From an optimization exercise on the open Yosys and OpenROAD flow, aimed at small area and a short achievable clock period; shortcuts taken in it are not production practice.
Function was checked by simulation only, so behaviour that the tests miss may differ from the original.
Power is estimated from default activity; no workload was simulated.

Setup of tundra:
==> flow/design.v <==
package alu_rs_scheduler_pkg;
    localparam int DATA_W    = 32;
    localparam int ROB_POS_W = 4;
    localparam int OPENUM_W  = 6;
    typedef logic [DATA_W-1:0]    DATA_TYPE;
    typedef logic [ROB_POS_W-1:0] ROB_POS_TYPE;
    typedef enum logic [OPENUM_W-1:0] {
        OPENUM_NOP   = 6'd0,
        OPENUM_ADD   = 6'd1,
        OPENUM_SUB,
        OPENUM_AND,
        OPENUM_OR,
        OPENUM_XOR,
        OPENUM_SLL,
        OPENUM_SRL,
        OPENUM_SRA,
        OPENUM_SLT,
        OPENUM_SLTU,
        OPENUM_BEQ,
        OPENUM_BNE,
        OPENUM_BLT,
        OPENUM_BGE,
        OPENUM_BLTU,
        OPENUM_BGEU,
        OPENUM_LUI,
        OPENUM_AUIPC,
        OPENUM_JAL,
        OPENUM_JALR
    } openum_e;
    localparam ROB_POS_TYPE ZERO_ROB  = '0;
    localparam DATA_TYPE    ZERO_WORD = '0;
endpackage
module rs_opd_next #(
    parameter int W = 32
) (
    input  logic         s_hold,
    input  logic         s_in,
    input  logic         s_alu,
    input  logic         s_lsb,
    input  logic [W-1:0] cur,
    input  logic [W-1:0] vin,
    input  logic [W-1:0] valu,
    input  logic [W-1:0] vlsb,
    output logic [W-1:0] nxt
);
    assign nxt = ({W{s_hold}} & cur) | ({W{s_in}} & vin) |
                 ({W{s_alu}} & valu) | ({W{s_lsb}} & vlsb);
endmodule
module rs_aoi3 #(
    parameter int W = 32
) (
    input  logic         a0,
    input  logic         a1,
    input  logic         a2,
    input  logic [W-1:0] d0,
    input  logic [W-1:0] d1,
    input  logic [W-1:0] d2,
    output logic [W-1:0] nq
);
    assign nq = ~(({W{a0}} & d0) | ({W{a1}} & d1) | ({W{a2}} & d2));
endmodule
module rs_ao_mux #(
    parameter int N = 16,
    parameter int W = 32
) (
    input  logic [N-1:0]   sel,
    input  logic [N*W-1:0] din,
    input  logic           s_hold,
    input  logic [W-1:0]   cur,
    output logic [W-1:0]   dout
);
    logic [W-1:0] nq [6];
    for (genvar g = 0; g < 5; g++) begin : g_grp
        rs_aoi3 #(.W(W)) u_aoi (
            .a0 (sel[3*g]),           .a1 (sel[3*g+1]),           .a2 (sel[3*g+2]),
            .d0 (din[(3*g)*W +: W]),  .d1 (din[(3*g+1)*W +: W]),  .d2 (din[(3*g+2)*W +: W]),
            .nq (nq[g])
        );
    end
    assign nq[5] = ~(({W{sel[15]}} & din[15*W +: W]) | ({W{s_hold}} & cur));
    assign dout = ~(nq[0] & nq[1] & nq[2]) | ~(nq[3] & nq[4] & nq[5]);
endmodule
module alu_rs_scheduler #(
    parameter int ENTRIES = 16,
    parameter int TAG_W   = 4,
    parameter int OP_W    = 6
) (
    input  logic             clk,
    input  logic             rst,
    input  logic             rdy,
    input  logic             clear,
    input  logic             in_valid,
    input  logic [OP_W-1:0]  in_op,
    input  logic [TAG_W-1:0] in_qj,
    input  logic [TAG_W-1:0] in_qk,
    input  logic [31:0]      in_vj,
    input  logic [31:0]      in_vk,
    input  logic [31:0]      in_imm,
    input  logic [31:0]      in_pc,
    input  logic [TAG_W-1:0] in_rob_tag,
    output logic             full,
    input  logic [TAG_W-1:0] alu_cdb_tag,
    input  logic [31:0]      alu_cdb_value,
    input  logic [TAG_W-1:0] lsb_cdb_tag,
    input  logic [31:0]      lsb_cdb_value,
    output logic [OP_W-1:0]  out_op,
    output logic [31:0]      out_value1,
    output logic [31:0]      out_value2,
    output logic [31:0]      out_imm,
    output logic [31:0]      out_pc,
    output logic [TAG_W-1:0] out_rob_tag
);
    localparam int N  = ENTRIES;
    localparam int PW = OP_W + TAG_W;    
    logic [N-1:0]       busy_reg;
    logic [N-1:0]       grant_reg;       
    logic               found_reg;       
    logic               full_reg;
    logic [PW-1:0]      ot_reg  [N];     
    logic [31:0]        vj_reg  [N];
    logic [31:0]        vk_reg  [N];
    logic [31:0]        imm_reg [N];
    logic [31:0]        pc_reg  [N];
    logic [TAG_W-1:0]   qj_reg  [N];
    logic [TAG_W-1:0]   qk_reg  [N];
    logic         adv;
    logic [N-1:0] grant;        
    logic [N-1:0] free_first;   
    logic         sel_found;
    logic [N-1:0] busy_nxt;
    assign adv = rdy && !clear;
    logic             inj_a, inj_l, ink_a, ink_l;
    logic [TAG_W-1:0] inj_q, ink_q;
    logic [31:0]      inj_v, ink_v;
    assign inj_a = (in_qj != '0) && (in_qj == alu_cdb_tag);
    assign inj_l = (in_qj != '0) && (in_qj == lsb_cdb_tag);
    assign ink_a = (in_qk != '0) && (in_qk == alu_cdb_tag);
    assign ink_l = (in_qk != '0) && (in_qk == lsb_cdb_tag);
    assign inj_q = (inj_a || inj_l) ? '0 : in_qj;
    assign ink_q = (ink_a || ink_l) ? '0 : in_qk;
    assign inj_v = inj_a ? alu_cdb_value : inj_l ? lsb_cdb_value : in_vj;
    assign ink_v = ink_a ? alu_cdb_value : ink_l ? lsb_cdb_value : in_vk;
    function automatic logic [N-1:0] lowest_one(input logic [N-1:0] v);
        logic [N-1:0] seen;
        seen = '0;
        for (int k = 1; k < N; k++)
            seen[k] = seen[k-1] | v[k-1];
        lowest_one = v & ~seen;
    endfunction
    assign grant      = adv ? grant_reg : '0;
    assign free_first = lowest_one(~busy_reg);
    assign sel_found  = found_reg;
    assign full       = full_reg;
    logic [N-1:0] ready_nxt;
    for (genvar i = 0; i < N; i++) begin : g_slot
        logic ja, jl, ka, kl, jz, kz;
        assign jz = (qj_reg[i] == '0);
        assign kz = (qk_reg[i] == '0);
        assign ja = !jz && (qj_reg[i] == alu_cdb_tag);
        assign jl = !jz && (qj_reg[i] == lsb_cdb_tag);
        assign ka = !kz && (qk_reg[i] == alu_cdb_tag);
        assign kl = !kz && (qk_reg[i] == lsb_cdb_tag);
        assign busy_nxt[i] = busy_reg[i] ? !grant[i] : (in_valid && free_first[i]);
        assign ready_nxt[i] = busy_nxt[i] &&
                              (busy_reg[i] ? (jz || ja || jl) : (inj_q == '0)) &&
                              (busy_reg[i] ? (kz || ka || kl) : (ink_q == '0));
        always_ff @(posedge clk or posedge rst) begin
            if (rst)
                busy_reg[i] <= 1'b0;
            else if (rdy)
                busy_reg[i] <= !clear && busy_nxt[i];
        end
        always_ff @(posedge clk) begin
            if (!busy_reg[i]) begin
                ot_reg[i]  <= {in_op, in_rob_tag};
                imm_reg[i] <= in_imm;
                pc_reg[i]  <= in_pc;
                qj_reg[i]  <= inj_q;
                qk_reg[i]  <= ink_q;
            end else if (rdy) begin
                if (ja || jl) qj_reg[i] <= '0;
                if (ka || kl) qk_reg[i] <= '0;
            end
        end
        logic [31:0] vj_nxt, vk_nxt;
        rs_opd_next #(.W(32)) u_vj (
            .s_hold (busy_reg[i] && jz),
            .s_in   (!busy_reg[i]),
            .s_alu  (busy_reg[i] && ja),
            .s_lsb  (busy_reg[i] && !jz && !ja),
            .cur    (vj_reg[i]),
            .vin    (inj_v),
            .valu   (alu_cdb_value),
            .vlsb   (lsb_cdb_value),
            .nxt    (vj_nxt)
        );
        rs_opd_next #(.W(32)) u_vk (
            .s_hold (busy_reg[i] && kz),
            .s_in   (!busy_reg[i]),
            .s_alu  (busy_reg[i] && ka),
            .s_lsb  (busy_reg[i] && !kz && !ka),
            .cur    (vk_reg[i]),
            .vin    (ink_v),
            .valu   (alu_cdb_value),
            .vlsb   (lsb_cdb_value),
            .nxt    (vk_nxt)
        );
        always_ff @(posedge clk) begin
            vj_reg[i] <= vj_nxt;
            vk_reg[i] <= vk_nxt;
        end
    end
    always_ff @(posedge clk or posedge rst) begin
        if (rst) begin
            full_reg  <= 1'b0;
            found_reg <= 1'b0;
            grant_reg <= '0;
        end else if (rdy) begin
            full_reg  <= !clear && (&busy_nxt);
            found_reg <= !clear && (|ready_nxt);
            grant_reg <= clear ? '0 : lowest_one(ready_nxt);
        end
    end
    logic [N*PW-1:0] ot_flat;
    logic [N*32-1:0] vj_flat, vk_flat, imm_flat, pc_flat;
    for (genvar i = 0; i < N; i++) begin : g_flat
        assign ot_flat[i*PW +: PW]  = ot_reg[i];
        assign vj_flat[i*32 +: 32]  = vj_reg[i];
        assign vk_flat[i*32 +: 32]  = vk_reg[i];
        assign imm_flat[i*32 +: 32] = imm_reg[i];
        assign pc_flat[i*32 +: 32]  = pc_reg[i];
    end
    logic          hold_ot, hold_val;
    logic [PW-1:0] ot_nxt;
    logic [31:0]   v1_nxt, v2_nxt, imm_nxt, pc_nxt;
    assign hold_ot  = !rdy;
    assign hold_val = !rdy || (!clear && !sel_found);
    rs_ao_mux #(.N(N), .W(PW)) u_mux_ot  (.sel(grant), .din(ot_flat),  .s_hold(hold_ot),
                                          .cur({out_op, out_rob_tag}), .dout(ot_nxt));
    rs_ao_mux #(.N(N), .W(32)) u_mux_v1  (.sel(grant), .din(vj_flat),  .s_hold(hold_val),
                                          .cur(out_value1), .dout(v1_nxt));
    rs_ao_mux #(.N(N), .W(32)) u_mux_v2  (.sel(grant), .din(vk_flat),  .s_hold(hold_val),
                                          .cur(out_value2), .dout(v2_nxt));
    rs_ao_mux #(.N(N), .W(32)) u_mux_imm (.sel(grant), .din(imm_flat), .s_hold(hold_val),
                                          .cur(out_imm), .dout(imm_nxt));
    rs_ao_mux #(.N(N), .W(32)) u_mux_pc  (.sel(grant), .din(pc_flat),  .s_hold(hold_val),
                                          .cur(out_pc), .dout(pc_nxt));
    always_ff @(posedge clk or posedge rst) begin
        if (rst) begin
            out_op      <= '0;
            out_rob_tag <= '0;
            out_value1  <= '0;
            out_value2  <= '0;
            out_imm     <= '0;
            out_pc      <= '0;
        end else begin
            {out_op, out_rob_tag} <= ot_nxt;
            out_value1            <= v1_nxt;
            out_value2            <= v2_nxt;
            out_imm               <= imm_nxt;
            out_pc                <= pc_nxt;
        end
    end
endmodule
==> flow/config.mk <==
export PLATFORM = sky130hd
export DESIGN_NAME = alu_rs_scheduler
export DESIGN_NICKNAME = alu_rs_scheduler
export VERILOG_FILES = /design/flow/design.v
export SDC_FILE = /design/flow/constraint.sdc
export NUM_CORES = 4
export LEC_CHECK = 0
export CAP_MARGIN = 20
export CORE_MARGIN = 2
export CORE_UTILIZATION = 50
export CTS_CLUSTER_DIAMETER = 80
export CTS_CLUSTER_SIZE = 26
export PLACE_DENSITY = 0.65
export SETUP_SLACK_MARGIN = 2.0
export SLEW_MARGIN = 20
export SYNTH_HIERARCHICAL = 1
==> flow/constraint.sdc <==
create_clock -name core_clock -period 4.5 [get_ports {clk}]
set_input_delay 0.9000 -clock core_clock [delete_from_list [all_inputs] [get_ports {clk}]]
set_output_delay 0.9000 -clock core_clock [all_outputs]
set_load 0.01 [all_outputs]
run.sh (not shown) runs the stock make flow with config.mk's settings and CLKGATE_MAP_FILE= SYNTH_SCRIPT=/design/flow/synth_recipe.tcl, a recipe that flattens the netlist after the stock synthesis.
--- input diff tundra..amber ---
diff --git a/flow/design.v b/flow/design.v
--- a/flow/design.v
+++ b/flow/design.v
@@ -115,5 +115,4 @@
     logic [N-1:0]       busy_reg;
     logic [N-1:0]       grant_reg;       
-    logic               found_reg;       
     logic               full_reg;
     logic [PW-1:0]      ot_reg  [N];     
@@ -132,5 +131,4 @@
     logic             inj_a, inj_l, ink_a, ink_l;
     logic [TAG_W-1:0] inj_q, ink_q;
-    logic [31:0]      inj_v, ink_v;
     assign inj_a = (in_qj != '0) && (in_qj == alu_cdb_tag);
     assign inj_l = (in_qj != '0) && (in_qj == lsb_cdb_tag);
@@ -139,6 +137,4 @@
     assign inj_q = (inj_a || inj_l) ? '0 : in_qj;
     assign ink_q = (ink_a || ink_l) ? '0 : in_qk;
-    assign inj_v = inj_a ? alu_cdb_value : inj_l ? lsb_cdb_value : in_vj;
-    assign ink_v = ink_a ? alu_cdb_value : ink_l ? lsb_cdb_value : in_vk;
     function automatic logic [N-1:0] lowest_one(input logic [N-1:0] v);
         logic [N-1:0] seen;
@@ -150,5 +146,5 @@
     assign grant      = adv ? grant_reg : '0;
     assign free_first = lowest_one(~busy_reg);
-    assign sel_found  = found_reg;
+    assign sel_found  = |grant_reg;
     assign full       = full_reg;
     logic [N-1:0] ready_nxt;
@@ -186,9 +182,9 @@
         rs_opd_next #(.W(32)) u_vj (
             .s_hold (busy_reg[i] && jz),
-            .s_in   (!busy_reg[i]),
-            .s_alu  (busy_reg[i] && ja),
-            .s_lsb  (busy_reg[i] && !jz && !ja),
+            .s_in   (!busy_reg[i] && !inj_a && !inj_l),
+            .s_alu  (busy_reg[i] ? ja : inj_a),
+            .s_lsb  (busy_reg[i] ? (!jz && !ja) : (inj_l && !inj_a)),
             .cur    (vj_reg[i]),
-            .vin    (inj_v),
+            .vin    (in_vj),
             .valu   (alu_cdb_value),
             .vlsb   (lsb_cdb_value),
@@ -197,9 +193,9 @@
         rs_opd_next #(.W(32)) u_vk (
             .s_hold (busy_reg[i] && kz),
-            .s_in   (!busy_reg[i]),
-            .s_alu  (busy_reg[i] && ka),
-            .s_lsb  (busy_reg[i] && !kz && !ka),
+            .s_in   (!busy_reg[i] && !ink_a && !ink_l),
+            .s_alu  (busy_reg[i] ? ka : ink_a),
+            .s_lsb  (busy_reg[i] ? (!kz && !ka) : (ink_l && !ink_a)),
             .cur    (vk_reg[i]),
-            .vin    (ink_v),
+            .vin    (in_vk),
             .valu   (alu_cdb_value),
             .vlsb   (lsb_cdb_value),
@@ -214,9 +210,7 @@
         if (rst) begin
             full_reg  <= 1'b0;
-            found_reg <= 1'b0;
             grant_reg <= '0;
         end else if (rdy) begin
             full_reg  <= !clear && (&busy_nxt);
-            found_reg <= !clear && (|ready_nxt);
             grant_reg <= clear ? '0 : lowest_one(ready_nxt);
         end
--- outcome ---
Between amber and tundra, the number of buffers and inverters on the critical path is higher for amber.
Wire length of the first global-routing pass (amber vs. tundra) decreases by a few percent
Of the two candidates, tundra has the worse first-iteration DRC count and amber the better one.
Of amber and tundra, the lower post-route cell area belongs to amber.
Comparing the two runs side by side, amber comes out ahead of tundra on via count.
In amber, the worst setup slack came out 74 ps above the value in tundra.
Looking at total core area across amber and tundra, the one that comes out higher is tundra.
The worst setup slack before clock tree synthesis number comes out lower for amber vs tundra.
Looking at part of the total power dissipated in the clock network, amber sits 3.0 points below tundra.
In the reports for amber and tundra, the smaller worst slew slack as a fraction of its limit belongs to tundra.
In the tables for amber and tundra, worst-case hold slack reads lower with amber.
[amber] pin count of the biggest net entering global routing fell 20 relative to tundra

-- afterwards: timing with drivers on the ports --
No port has a modelled driver above. Below, the same layouts with a new extraction and two added sets of constraints.
Step 1 (the two cells are an assumption about what drives the block):
set clk [get_ports {clk}]
set_driving_cell -lib_cell sky130_fd_sc_hd__clkbuf_16 $clk
set_driving_cell -lib_cell sky130_fd_sc_hd__buf_2 [delete_from_list [all_inputs] $clk]
Step 2 times the ports against the registers' clock, not the clock port: input delays grow and output delays shrink by t, the midpoint of the rising clock arrivals with the driver on.
Three values: ideal ports, drivers, drivers and shift; two values: the first two.
run | shift t [ns] | slack for setup (ns) | worst setup path after step 2 | pins driven straight from the clock port
tundra | 0.970 | 1.827 / 1.827 / 0.996 | input to register | 1
amber | 0.930 | 1.901 / 1.863 / 0.932 | input to register | 1
After both steps every run listed still meets setup and hold. For amber, which loses most, drivers alone change the setup slack by -0.038 ns; drivers and shift together by -0.969 ns.
